This is an optimization exercise on Yosys and OpenROAD, whose aim is small area, not a production implementation.
RTL that was checked went through simulation tests only; none was proved equivalent to the original.
Power figures rest on the tool's default switching activity, not on a simulated workload.

==> inputs of raven <==
// flow_control_top
module flow_control_top (
    input  logic                                   pixel_clk_i,
    input  logic                                   pixel_reset_n_i,
    input  logic                                   psel_i,
    input  logic                                   penable_i,
    input  logic                                   pwrite_i,
    input  logic [7:0]                             paddr_i,
    input  logic [31:0]                            pwdata_i,
    input  logic                                   frame_valid_i,
    input  logic [flow_ctrl_pkg::IN_DATA_W-1:0]    byte_data_i,
    input  logic [flow_ctrl_pkg::IN_LANES-1:0]     byte_valid_i,
    input  logic                                   stream_stall_i,
    output logic [31:0]                            prdata_o,
    output logic                                   pready_o,
    output logic                                   pslverr_o,
    output logic                                   frame_valid_sync_o,
    output logic [flow_ctrl_pkg::OUT_DATA_W-1:0]   pixel_data_o,
    output logic [flow_ctrl_pkg::OUT_LANES-1:0]    pixel_valid_o,
    output logic [flow_ctrl_pkg::BYTE_VALID_W-1:0] byte_valid_o
);
==> module throttle_buffer, before the edit <==
module throttle_buffer (
    input  logic                              pixel_clk_i,
    input  logic                              pixel_reset_n_i,
    input  logic [flow_ctrl_pkg::ENTRY_W-1:0] wr_data_i,
    input  logic                              wr_en_i,
    input  logic                              pop_i,
    output logic [flow_ctrl_pkg::ENTRY_W-1:0] rd_data_o,
    output logic                              empty_o,
    output logic                              overflow_pulse_o
);
    localparam int SLOTS = 31;
    logic [flow_ctrl_pkg::ENTRY_W-1:0] mem [SLOTS];
    logic [4:0]                        wr_ptr;
    logic [4:0]                        last_ptr;              
    logic [4:0]                        used;
    logic                              full_q;
    logic                              wr_ok;
    logic [SLOTS-1:0]                  rd_sel;
    assign empty_o          = used == '0;
    assign wr_ok            = wr_en_i & ~full_q;
    assign overflow_pulse_o = wr_en_i & full_q;               
    always_ff @(posedge pixel_clk_i or negedge pixel_reset_n_i) begin
        if (!pixel_reset_n_i) begin
            wr_ptr   <= '0;
            last_ptr <= 5'd30;
            used     <= '0;
            full_q   <= 1'b0;
        end else begin
            full_q <= used >= 5'd30;
            used   <= used + {4'd0, wr_ok} - {4'd0, pop_i};
            if (wr_ok) begin
                wr_ptr <= (wr_ptr == 5'd30) ? 5'd0 : wr_ptr + 5'd1;
            end
            if (pop_i) begin
                last_ptr <= (last_ptr == 5'd30) ? 5'd0 : last_ptr + 5'd1;
            end
        end
    end
    logic [SLOTS-1:0] row_we;
    logic [SLOTS-1:0] row_keep;
    always_comb begin
        for (int i = 0; i < SLOTS; i++) begin
            row_we[i]   = wr_ok & (wr_ptr == 5'(i));
            row_keep[i] = ~row_we[i];
        end
    end
    for (genvar i = 0; i < SLOTS; i++) begin : g_row
        logic [flow_ctrl_pkg::ENTRY_W-1:0] row_d;
        for (genvar b = 0; b < flow_ctrl_pkg::ENTRY_W; b++) begin : g_bit
            ao_sel #(.N(2)) hold_i (
                .sel_i({row_we[i], row_keep[i]}),
                .d_i({wr_data_i[b], mem[i][b]}),
                .y_o(row_d[b])
            );
        end
        always_ff @(posedge pixel_clk_i) begin
            mem[i] <= row_d;
        end
    end
    always_comb begin
        for (int i = 0; i < SLOTS; i++) rd_sel[i] = last_ptr == 5'(i);
    end
    for (genvar b = 0; b < flow_ctrl_pkg::ENTRY_W; b++) begin : g_rd
        logic [SLOTS-1:0] col;
        for (genvar i = 0; i < SLOTS; i++) begin : g_col
            assign col[i] = mem[i][b];
        end
        ao_sel #(.N(SLOTS)) rd_or_i (.sel_i(rd_sel), .d_i(col), .y_o(rd_data_o[b]));
    end
endmodule
==> flow/config.mk <==
export PLATFORM = sky130hd
export DESIGN_NAME = flow_control_top
export DESIGN_NICKNAME = flow_control_top
export VERILOG_FILES = /design/flow/design.v
export SDC_FILE = /design/flow/constraint.sdc
export NUM_CORES = 4
export LEC_CHECK = 0
export CAP_MARGIN = 20
export CORE_MARGIN = 2
export CORE_UTILIZATION = 35
export PLACE_DENSITY = 0.55
export SLEW_MARGIN = 20
export SYNTH_HIERARCHICAL = 1
export SYNTH_MINIMUM_KEEP_SIZE = 0
==> flow/constraint.sdc <==
create_clock -name core_clock -period 12.0 [get_ports {pixel_clk_i}]
set_input_delay 2.4000 -clock core_clock [delete_from_list [all_inputs] [get_ports {pixel_clk_i}]]
set_output_delay 2.4000 -clock core_clock [all_outputs]
set_load 0.01 [all_outputs]
standard.sh (not shown) runs the stock make flow with config.mk's settings and CLKGATE_MAP_FILE= SYNTH_SCRIPT=/design/flow/synth_recipe.tcl, a recipe that flattens the netlist after the stock synthesis.
==> flow/flow/run.sh <==
#!/bin/bash
# Layout flow: the standard layout (standard.sh) with a lighter clock tree
# (no dummy loads, clkbuf_8 leaf clusters of up to 14 sinks) and single-drive
# port buffers. standard.sh's own output goes to standard_flow.log; ORFS keeps
# each step's log under orfs/logs.
set -euo pipefail
export CTS_ARGS="-sink_clustering_enable -repair_clock_nets -dont_use_dummy_load -buf_list sky130_fd_sc_hd__clkbuf_8 -sink_clustering_size 14 -sink_clustering_max_diameter 50"
export BUFFER_PORTS_ARGS="-buffer_cell sky130_fd_sc_hd__buf_1"
bash standard.sh > standard_flow.log 2>&1
==> nickel (differences from raven) <==
--- a/flow/design.v
+++ b/flow/design.v
@@ -121,32 +121,32 @@
     logic [SLOTS-1:0]                  rd_sel;
     assign empty_o          = used == '0;
     assign wr_ok            = wr_en_i & ~full_q;
     assign overflow_pulse_o = wr_en_i & full_q;               
     always_ff @(posedge pixel_clk_i or negedge pixel_reset_n_i) begin
         if (!pixel_reset_n_i) begin
-            wr_ptr   <= '0;
-            last_ptr <= 5'd30;
+            wr_ptr   <= 5'b00001;
+            last_ptr <= 5'b10000;                             
             used     <= '0;
             full_q   <= 1'b0;
         end else begin
             full_q <= used >= 5'd30;
             used   <= used + {4'd0, wr_ok} - {4'd0, pop_i};
             if (wr_ok) begin
-                wr_ptr <= (wr_ptr == 5'd30) ? 5'd0 : wr_ptr + 5'd1;
+                wr_ptr <= {wr_ptr[3:0], wr_ptr[4] ^ wr_ptr[2]};
             end
             if (pop_i) begin
-                last_ptr <= (last_ptr == 5'd30) ? 5'd0 : last_ptr + 5'd1;
+                last_ptr <= {last_ptr[3:0], last_ptr[4] ^ last_ptr[2]};
             end
         end
     end
     logic [SLOTS-1:0] row_we;
     logic [SLOTS-1:0] row_keep;
     always_comb begin
         for (int i = 0; i < SLOTS; i++) begin
-            row_we[i]   = wr_ok & (wr_ptr == 5'(i));
+            row_we[i]   = wr_ok & (wr_ptr == 5'(i + 1));
             row_keep[i] = ~row_we[i];
         end
     end
     for (genvar i = 0; i < SLOTS; i++) begin : g_row
         logic [flow_ctrl_pkg::ENTRY_W-1:0] row_d;
         for (genvar b = 0; b < flow_ctrl_pkg::ENTRY_W; b++) begin : g_bit
@@ -158,13 +158,13 @@
         end
         always_ff @(posedge pixel_clk_i) begin
             mem[i] <= row_d;
         end
     end
     always_comb begin
-        for (int i = 0; i < SLOTS; i++) rd_sel[i] = last_ptr == 5'(i);
+        for (int i = 0; i < SLOTS; i++) rd_sel[i] = last_ptr == 5'(i + 1);
     end
     for (genvar b = 0; b < flow_ctrl_pkg::ENTRY_W; b++) begin : g_rd
         logic [SLOTS-1:0] col;
         for (genvar i = 0; i < SLOTS; i++) begin : g_col
             assign col[i] = mem[i][b];
         end
@@ -396,12 +396,14 @@
     logic                                 type_ok;
     logic                                 is_raw8;
     logic                                 is_raw10;
     logic                                 is_rgb;
     logic [1:0]                           bytes_pp;
     logic [3:0]                           n_bytes;
+    logic [2:0]                           pixel_valid_q;    
+    assign pixel_valid_o = {pixel_valid_q[2], pixel_valid_q};
     logic [3:0][3:0]                      lane_pos;         
     assign mask = entry_i[flow_ctrl_pkg::IN_LANES-1:0];
     assign is_start = entry_valid_q & ~in_frame_q & (&mask) &
                       (entry_i[flow_ctrl_pkg::ENTRY_W-1:flow_ctrl_pkg::IN_LANES] == '0);
     assign is_end   = entry_valid_q & (mask == '0);
     assign insert   = entry_valid_q & in_frame_q & ~is_end;
@@ -416,13 +418,28 @@
     assign is_raw8  = data_type_i == flow_ctrl_pkg::DT_RAW8;
     assign is_raw10 = data_type_i == flow_ctrl_pkg::DT_RAW10;
     assign is_rgb   = data_type_i == flow_ctrl_pkg::DT_RGB888;
     assign type_ok  = is_raw8 | is_raw10 | is_rgb;
     assign fit_mask = is_rgb ? 4'b0011 : 4'b1111;             
     assign bytes_pp = is_rgb ? 2'd3 : is_raw10 ? 2'd2 : 2'd1;
-    assign n_bytes = {1'b0, shift} * {2'b00, bytes_pp};
+    logic [1:0] beat_bpp_q;
+    always_ff @(posedge pixel_clk_i) begin
+        if (!stream_stall_i) begin
+            beat_bpp_q <= bytes_pp;
+        end
+    end
+    always_comb begin
+        n_bytes = '0;
+        case (pixel_valid_o)
+            4'b0001: n_bytes = {2'b00, beat_bpp_q};
+            4'b0011: n_bytes = {1'b0, beat_bpp_q, 1'b0};
+            4'b1111: n_bytes = {beat_bpp_q, 2'b00};
+            default: n_bytes = '0;
+        endcase
+        byte_valid_o = ~(12'hFFF << n_bytes);
+    end
     always_comb begin
         insert_cnt = '0;
         for (int i = 0; i < flow_ctrl_pkg::IN_LANES; i++) begin
             insert_cnt = insert_cnt + {3'b000, mask[i] & fit_mask[i]};
         end
     end
@@ -460,27 +477,25 @@
         if (!pixel_reset_n_i) begin
             entry_valid_q      <= 1'b0;
             end_pending_q      <= 1'b0;
             in_frame_q         <= 1'b0;
             fill_q             <= '0;
             frame_valid_sync_o <= 1'b0;
-            pixel_valid_o      <= '0;
-            byte_valid_o       <= '0;
+            pixel_valid_q      <= '0;
         end else begin
             entry_valid_q <= pop_o;                           
             fill_q        <= fill_next;                       
             end_pending_q <= end_seen & ~end_done;
             if (is_start) begin
                 in_frame_q <= 1'b1;
             end else if (end_done) begin
                 in_frame_q <= 1'b0;
             end
             if (!stream_stall_i) begin
                 frame_valid_sync_o <= in_frame_q | is_start;  
-                pixel_valid_o <= (extract && type_ok) ? ~(4'hF << shift) : '0;
-                byte_valid_o  <= (extract && type_ok) ? ~(12'hFFF << n_bytes) : '0;
+                pixel_valid_q <= (extract && type_ok) ? {shift[2], |shift[2:1], 1'b1} : '0;
             end
         end
     end
     logic [2:0]  out_sel;
     logic [3:0]  rgb_sel;                                     
     logic [95:0] pixel_data_d;
==> flow/flow/run.sh (replaced) <==
#!/bin/bash
# Layout flow: the standard layout (standard.sh) with a lighter clock tree
# (no dummy loads, clkbuf_8 leaf clusters of up to 14 sinks, clkbuf_4 above them) and single-drive
# port buffers. standard.sh's own output goes to standard_flow.log; ORFS keeps
# each step's log under orfs/logs.
set -euo pipefail
export CTS_ARGS="-sink_clustering_enable -repair_clock_nets -dont_use_dummy_load -buf_list sky130_fd_sc_hd__clkbuf_4 -sink_clustering_buffer sky130_fd_sc_hd__clkbuf_8 -sink_clustering_size 14 -sink_clustering_max_diameter 50"
export BUFFER_PORTS_ARGS="-buffer_cell sky130_fd_sc_hd__buf_1"
bash standard.sh > standard_flow.log 2>&1
==> flow/config.mk (replaced) <==
export PLATFORM = sky130hd
export DESIGN_NAME = flow_control_top
export DESIGN_NICKNAME = flow_control_top
export VERILOG_FILES = /design/flow/design.v
export SDC_FILE = /design/flow/constraint.sdc
export NUM_CORES = 4
export LEC_CHECK = 0
export CAP_MARGIN = 10
export CORE_MARGIN = 2
export CORE_UTILIZATION = 45
export PLACE_DENSITY = 0.65
export SLEW_MARGIN = 10
export SYNTH_HIERARCHICAL = 1
export SYNTH_MINIMUM_KEEP_SIZE = 0
==> willow (differences from raven) <==
--- a/flow/design.v
+++ b/flow/design.v
@@ -121,32 +121,32 @@
     logic [SLOTS-1:0]                  rd_sel;
     assign empty_o          = used == '0;
     assign wr_ok            = wr_en_i & ~full_q;
     assign overflow_pulse_o = wr_en_i & full_q;               
     always_ff @(posedge pixel_clk_i or negedge pixel_reset_n_i) begin
         if (!pixel_reset_n_i) begin
-            wr_ptr   <= '0;
-            last_ptr <= 5'd30;
+            wr_ptr   <= 5'b00001;
+            last_ptr <= 5'b10000;                             
             used     <= '0;
             full_q   <= 1'b0;
         end else begin
             full_q <= used >= 5'd30;
             used   <= used + {4'd0, wr_ok} - {4'd0, pop_i};
             if (wr_ok) begin
-                wr_ptr <= (wr_ptr == 5'd30) ? 5'd0 : wr_ptr + 5'd1;
+                wr_ptr <= {wr_ptr[3:0], wr_ptr[4] ^ wr_ptr[2]};
             end
             if (pop_i) begin
-                last_ptr <= (last_ptr == 5'd30) ? 5'd0 : last_ptr + 5'd1;
+                last_ptr <= {last_ptr[3:0], last_ptr[4] ^ last_ptr[2]};
             end
         end
     end
     logic [SLOTS-1:0] row_we;
     logic [SLOTS-1:0] row_keep;
     always_comb begin
         for (int i = 0; i < SLOTS; i++) begin
-            row_we[i]   = wr_ok & (wr_ptr == 5'(i));
+            row_we[i]   = wr_ok & (wr_ptr == 5'(i + 1));
             row_keep[i] = ~row_we[i];
         end
     end
     for (genvar i = 0; i < SLOTS; i++) begin : g_row
         logic [flow_ctrl_pkg::ENTRY_W-1:0] row_d;
         for (genvar b = 0; b < flow_ctrl_pkg::ENTRY_W; b++) begin : g_bit
@@ -158,13 +158,13 @@
         end
         always_ff @(posedge pixel_clk_i) begin
             mem[i] <= row_d;
         end
     end
     always_comb begin
-        for (int i = 0; i < SLOTS; i++) rd_sel[i] = last_ptr == 5'(i);
+        for (int i = 0; i < SLOTS; i++) rd_sel[i] = last_ptr == 5'(i + 1);
     end
     for (genvar b = 0; b < flow_ctrl_pkg::ENTRY_W; b++) begin : g_rd
         logic [SLOTS-1:0] col;
         for (genvar i = 0; i < SLOTS; i++) begin : g_col
             assign col[i] = mem[i][b];
         end
==> zinc (differences from raven) <==
--- a/flow/design.v
+++ b/flow/design.v
@@ -136,31 +136,15 @@
             end
             if (pop_i) begin
                 last_ptr <= (last_ptr == 5'd30) ? 5'd0 : last_ptr + 5'd1;
             end
         end
     end
-    logic [SLOTS-1:0] row_we;
-    logic [SLOTS-1:0] row_keep;
-    always_comb begin
-        for (int i = 0; i < SLOTS; i++) begin
-            row_we[i]   = wr_ok & (wr_ptr == 5'(i));
-            row_keep[i] = ~row_we[i];
-        end
-    end
-    for (genvar i = 0; i < SLOTS; i++) begin : g_row
-        logic [flow_ctrl_pkg::ENTRY_W-1:0] row_d;
-        for (genvar b = 0; b < flow_ctrl_pkg::ENTRY_W; b++) begin : g_bit
-            ao_sel #(.N(2)) hold_i (
-                .sel_i({row_we[i], row_keep[i]}),
-                .d_i({wr_data_i[b], mem[i][b]}),
-                .y_o(row_d[b])
-            );
-        end
-        always_ff @(posedge pixel_clk_i) begin
-            mem[i] <= row_d;
+    always_ff @(posedge pixel_clk_i) begin
+        if (wr_ok) begin
+            mem[wr_ptr] <= wr_data_i;
         end
     end
     always_comb begin
         for (int i = 0; i < SLOTS; i++) rd_sel[i] = last_ptr == 5'(i);
     end
     for (genvar b = 0; b < flow_ctrl_pkg::ENTRY_W; b++) begin : g_rd
@@ -275,19 +259,16 @@
     input  logic [5:0]                          sh1_i,
     input  logic [5:0]                          sh2_i,
     input  logic [5:0]                          sh4_i,
     input  logic [5:0]                          l0_sel_i,
     input  logic [5:0]                          l1_sel_i,
     input  logic [flow_ctrl_pkg::IN_DATA_W-1:0] in_data_i,
-    output logic [95:0]                         lanes_o,
-    output logic [3:0]                          lane_zero_o   
+    output logic [95:0]                         lanes_o
 );
     logic [5:0][23:0] slots_q;
     logic [5:0][23:0] slots_d;
-    logic [5:0]       zero_q;
-    logic [5:0]       zero_d;
     for (genvar j = 0; j < 6; j++) begin : g_slot
         localparam int NSH = (j + 1 <= 5 ? 1 : 0) + (j + 2 <= 5 ? 1 : 0) + (j + 4 <= 5 ? 1 : 0);
         localparam int NL  = (j <= 4) ? 2 : 1;
         localparam int N   = 1 + NSH + NL;
         logic [N-1:0] sel;
         assign sel[0] = hold_i[j];
@@ -320,46 +301,32 @@
                 assign col[1 + NSH] = in_data_i[b];
             end
             assign col[N - 1] = in_data_i[24 + b];
             ao_sel #(.N(N)) ao_i (.sel_i(sel), .d_i(col), .y_o(slots_d[j][b]));
         end
     end
-    always_comb begin
-        for (int j = 0; j < 6; j++) begin
-            zero_d[j] = ~(l0_sel_i[j] | l1_sel_i[j]) &
-                        ~(hold_i[j] & ~zero_q[j]) &
-                        ~(sh1_i[j] & (j + 1 <= 5) & ~zero_q[(j + 1) % 6]) &
-                        ~(sh2_i[j] & (j + 2 <= 5) & ~zero_q[(j + 2) % 6]) &
-                        ~(sh4_i[j] & (j + 4 <= 5) & ~zero_q[(j + 4) % 6]);
-        end
-    end
     always_ff @(posedge pixel_clk_i or negedge pixel_reset_n_i) begin
         if (!pixel_reset_n_i) begin
-            zero_q <= '1;
+            slots_q <= '0;
         end else begin
-            zero_q <= zero_d;
+            slots_q <= slots_d;
         end
     end
-    always_ff @(posedge pixel_clk_i) begin
-        slots_q <= slots_d;
-    end
-    assign lanes_o     = {slots_q[3], slots_q[2], slots_q[1], slots_q[0]};
-    assign lane_zero_o = zero_q[3:0];
+    assign lanes_o = {slots_q[3], slots_q[2], slots_q[1], slots_q[0]};
 endmodule
 module stream_output_stage (
     input  logic                                   pixel_clk_i,
     input  logic                                   pixel_reset_n_i,
     input  logic                                   stream_stall_i,
     input  logic                                   empty_i,
     input  logic [flow_ctrl_pkg::ENTRY_W-1:0]      entry_i,
     input  flow_ctrl_pkg::ppc_code_t               ppc_code_i,
     input  flow_ctrl_pkg::data_type_t              data_type_i,
     input  logic [31:0]                            raw8_lanes_i,
     input  logic [39:0]                            raw10_lanes_i,
     input  logic [95:0]                            rgb888_lanes_i,
-    input  logic [3:0]                             rgb888_zero_i,   
     output logic                                   pop_o,
     output logic [7:0]                             raw_hold_o,
     output logic [7:0]                             raw_sh1_o,
     output logic [7:0]                             raw_sh2_o,
     output logic [7:0]                             raw_sh4_o,
     output logic [7:0][3:0]                        raw_lane_sel_o,
@@ -478,35 +445,32 @@
                 frame_valid_sync_o <= in_frame_q | is_start;  
                 pixel_valid_o <= (extract && type_ok) ? ~(4'hF << shift) : '0;
                 byte_valid_o  <= (extract && type_ok) ? ~(12'hFFF << n_bytes) : '0;
             end
         end
     end
-    logic [2:0]  out_sel;
-    logic [3:0]  rgb_sel;                                     
+    logic [3:0] out_sel;
     logic [95:0] pixel_data_d;
-    assign out_sel = {stream_stall_i, ~stream_stall_i & is_raw8, ~stream_stall_i & is_raw10};
-    always_comb begin
-        for (int k = 0; k < 4; k++) rgb_sel[k] = ~stream_stall_i & is_rgb & ~rgb888_zero_i[k];
-    end
+    assign out_sel = {stream_stall_i, ~stream_stall_i & is_raw8,
+                      ~stream_stall_i & is_raw10, ~stream_stall_i & is_rgb};
     for (genvar b = 0; b < 96; b++) begin : g_out
         if (b < 32) begin : g4
             ao_sel #(.N(4)) ao_i (
-                .sel_i({out_sel, rgb_sel[b / 24]}),
+                .sel_i(out_sel),
                 .d_i({pixel_data_o[b], raw8_lanes_i[b], raw10_lanes_i[b], rgb888_lanes_i[b]}),
                 .y_o(pixel_data_d[b])
             );
         end else if (b < 40) begin : g3
             ao_sel #(.N(3)) ao_i (
-                .sel_i({out_sel[2], out_sel[0], rgb_sel[b / 24]}),
+                .sel_i({out_sel[3], out_sel[1:0]}),
                 .d_i({pixel_data_o[b], raw10_lanes_i[b], rgb888_lanes_i[b]}),
                 .y_o(pixel_data_d[b])
             );
         end else begin : g2
             ao_sel #(.N(2)) ao_i (
-                .sel_i({out_sel[2], rgb_sel[b / 24]}),
+                .sel_i({out_sel[3], out_sel[0]}),
                 .d_i({pixel_data_o[b], rgb888_lanes_i[b]}),
                 .y_o(pixel_data_d[b])
             );
         end
     end
     always_ff @(posedge pixel_clk_i) begin
@@ -541,13 +505,12 @@
     logic                                             pop;
     flow_ctrl_pkg::ppc_code_t                         ppc_code;
     flow_ctrl_pkg::data_type_t                        data_type;
     logic [31:0]        raw8_lanes;
     logic [39:0]       raw10_lanes;
     logic [95:0]      rgb888_lanes;
-    logic [3:0]       rgb888_zero;
     flow_cfg_apb cfg_i (
         .pixel_clk_i, .pixel_reset_n_i, .psel_i, .penable_i, .pwrite_i, .paddr_i,
         .pwdata_i, .overflow_pulse_i(overflow_pulse), .prdata_o, .pready_o, .pslverr_o,
         .ppc_code_o(ppc_code), .data_type_o(data_type)
     );
     sync_marker_encoder enc_i (
@@ -575,20 +538,19 @@
         .lanes_o(raw10_lanes)
     );
     rgb_pipe rgb888_pipe_i (
         .pixel_clk_i, .pixel_reset_n_i, .hold_i(rgb_hold), .sh1_i(rgb_sh1), .sh2_i(rgb_sh2),
         .sh4_i(rgb_sh4), .l0_sel_i(rgb_l0_sel), .l1_sel_i(rgb_l1_sel),
         .in_data_i(rd_entry[flow_ctrl_pkg::ENTRY_W-1:flow_ctrl_pkg::IN_LANES]),
-        .lanes_o(rgb888_lanes),
-        .lane_zero_o(rgb888_zero)
+        .lanes_o(rgb888_lanes)
     );
     stream_output_stage out_i (
         .pixel_clk_i, .pixel_reset_n_i, .stream_stall_i, .empty_i(buf_empty),
         .entry_i(rd_entry), .ppc_code_i(ppc_code), .data_type_i(data_type),
         .raw8_lanes_i(raw8_lanes), .raw10_lanes_i(raw10_lanes),
-        .rgb888_lanes_i(rgb888_lanes), .rgb888_zero_i(rgb888_zero), .pop_o(pop),
+        .rgb888_lanes_i(rgb888_lanes), .pop_o(pop),
         .raw_hold_o(raw_hold), .raw_sh1_o(raw_sh1), .raw_sh2_o(raw_sh2), .raw_sh4_o(raw_sh4),
         .raw_lane_sel_o(raw_lane_sel),
         .rgb_hold_o(rgb_hold), .rgb_sh1_o(rgb_sh1), .rgb_sh2_o(rgb_sh2), .rgb_sh4_o(rgb_sh4),
         .rgb_l0_sel_o(rgb_l0_sel), .rgb_l1_sel_o(rgb_l1_sel),
         .frame_valid_sync_o, .pixel_data_o, .pixel_valid_o, .byte_valid_o
     );
==> flow/run.sh (new file) <==
#!/bin/bash
# synth_recipe.tcl (not shown) runs the flow's synth.tcl, then flattens the netlist and writes it again
# the make line also repeats each setting of config.mk as NAME=value (left out here)
make -C /OpenROAD-flow-scripts/flow DESIGN_CONFIG=/design/flow/config.mk WORK_HOME=/design/flow/orfs CLKGATE_MAP_FILE= SYNTH_SCRIPT=/design/flow/synth_recipe.tcl finish
==> flow/config.mk (replaced) <==
export PLATFORM = sky130hd
export DESIGN_NAME = flow_control_top
export DESIGN_NICKNAME = flow_control_top
export VERILOG_FILES = /design/flow/design.v
export SDC_FILE = /design/flow/constraint.sdc
export NUM_CORES = 4
export LEC_CHECK = 0
export CAP_MARGIN = 20
export CORE_MARGIN = 2
export CORE_UTILIZATION = 30
export PLACE_DENSITY = 0.5
export SLEW_MARGIN = 20
export SYNTH_HIERARCHICAL = 1
export SYNTH_MINIMUM_KEEP_SIZE = 0
removed: flow/flow/run.sh
removed: flow/standard.sh
==> qor summary <==
Count of clock buffers in the final design: zinc 258; nickel 185; willow 188; raven 184
Result of the run: zinc timing/DRC/antenna clean; nickel timing/DRC/antenna clean; willow timing/DRC/antenna clean; raven timing/DRC/antenna clean
Avg WL per Cell: zinc 31.1 um; nickel 35.6 um; willow 34.2 um; raven 33.3 um
Met3 routed WL: zinc 25.1 mm; nickel 41.9 mm; willow 38.8 mm; raven 34.3 mm
Cell area after layout: zinc 92100 um2; nickel 81900 um2; willow 83700 um2; raven 83500 um2
Routed met1 length: zinc 112 mm; nickel 117 mm; willow 128 mm; raven 127 mm
Hold_sp: zinc out_i.pixel_data_o[18]; nickel out_i.pixel_data_o[4]; willow out_i.pixel_data_o[1]; raven out_i.pixel_data_o[19]
Sequential group share of total power: zinc 38.7%; nickel 45.6%; willow 45.6%; raven 46.8%
Fill cell count: zinc 24.5k; nickel 14.9k; willow 20.6k; raven 20.7k
Number of sinks on the clock net: zinc 2046; nickel 2041; willow 2052; raven 2052
Arrival time of data at the critical path endpoint: zinc 8570 ps; nickel 8810 ps; willow 8070 ps; raven 8160 ps
Largest net degree at the start of global routing: zinc 97; nickel 83; willow 124; raven 84
Non-clock buffering overhead in the final layout: zinc 3.78%; nickel 2.87%; willow 2.98%; raven 2.98%
Initial standard-cell utilization of the core: zinc 30.1%; nickel 45.1%; willow 35.3%; raven 35.3%
Final Wtd Congestion: zinc 0.863; nickel 0.970; willow 0.900; raven 0.844
Overall Power: zinc 22.8 mW; nickel 23.7 mW; willow 23.2 mW; raven 22.7 mW
Routed length on met2: zinc 121 mm; nickel 133 mm; willow 142 mm; raven 142 mm
Mean instance size in the synthesized netlist: zinc 17.1 um2; nickel 12.2 um2; willow 12.1 um2; raven 12.1 um2
Cell with the most instances on the worst path: zinc fa_1; nickel fa_1; willow fa_1; raven -
Total combinational power: zinc 7.26 mW; nickel 9.33 mW; willow 8.94 mW; raven 8.42 mW
Detailed-placement wirelength estimate: zinc 161 mm; nickel 174 mm; willow 185 mm; raven 184 mm
Worst R2R Setup Slack: zinc 4190 ps; nickel 4280 ps; willow 4740 ps; raven 4640 ps
Clock latency on the worst-skew pair: zinc 890 ps; nickel 1420 ps; willow 1020 ps; raven 990 ps
Number of instances in the synthesized netlist: zinc 4560; nickel 6185; willow 6256; raven 6255
Function not checked in raven and zinc: the RTL went through the layout flow alone.

[afterwards: timing with drivers on the ports]
The flow's constraints put no driver on any port. The routed layouts listed below were extracted and timed again, unchanged, in two steps. Step 1 assumes that a clkbuf_16 drives the clock port and a buf_2 every other input. Step 2 times the ports against the registers' clock, not the clock port: input delays grow and output delays shrink by t, the midpoint of the rising clock arrivals with the driver on. a / b / c = ideal ports / drivers / drivers and shift; a / b = the first two.
| run | shift t [ns] | setup slack, ns | hold WS [ns] | worst register clock-pin slew, ns |
|---|---|---|---|---|
| raven | 1.013 | 4.635 / 4.635 / 4.106 | 0.457 / 0.457 / 0.457 | 0.10 / 0.10 |
| nickel | 1.380 | 4.276 / 4.276 / 3.937 | 0.459 / 0.459 / 0.459 | 0.10 / 0.10 |
| willow | 1.038 | 4.742 / 4.742 / 4.431 | 0.454 / 0.454 / 0.454 | 0.10 / 0.10 |
| zinc | 0.945 | 4.189 / 4.189 / 4.189 | 0.454 / 0.454 / 0.454 | 0.07 / 0.07 |
After both steps every run listed still meets setup and hold. The setup slack of raven, which loses most, moves by 0.000 ns with the drivers and by -0.529 ns with both steps.
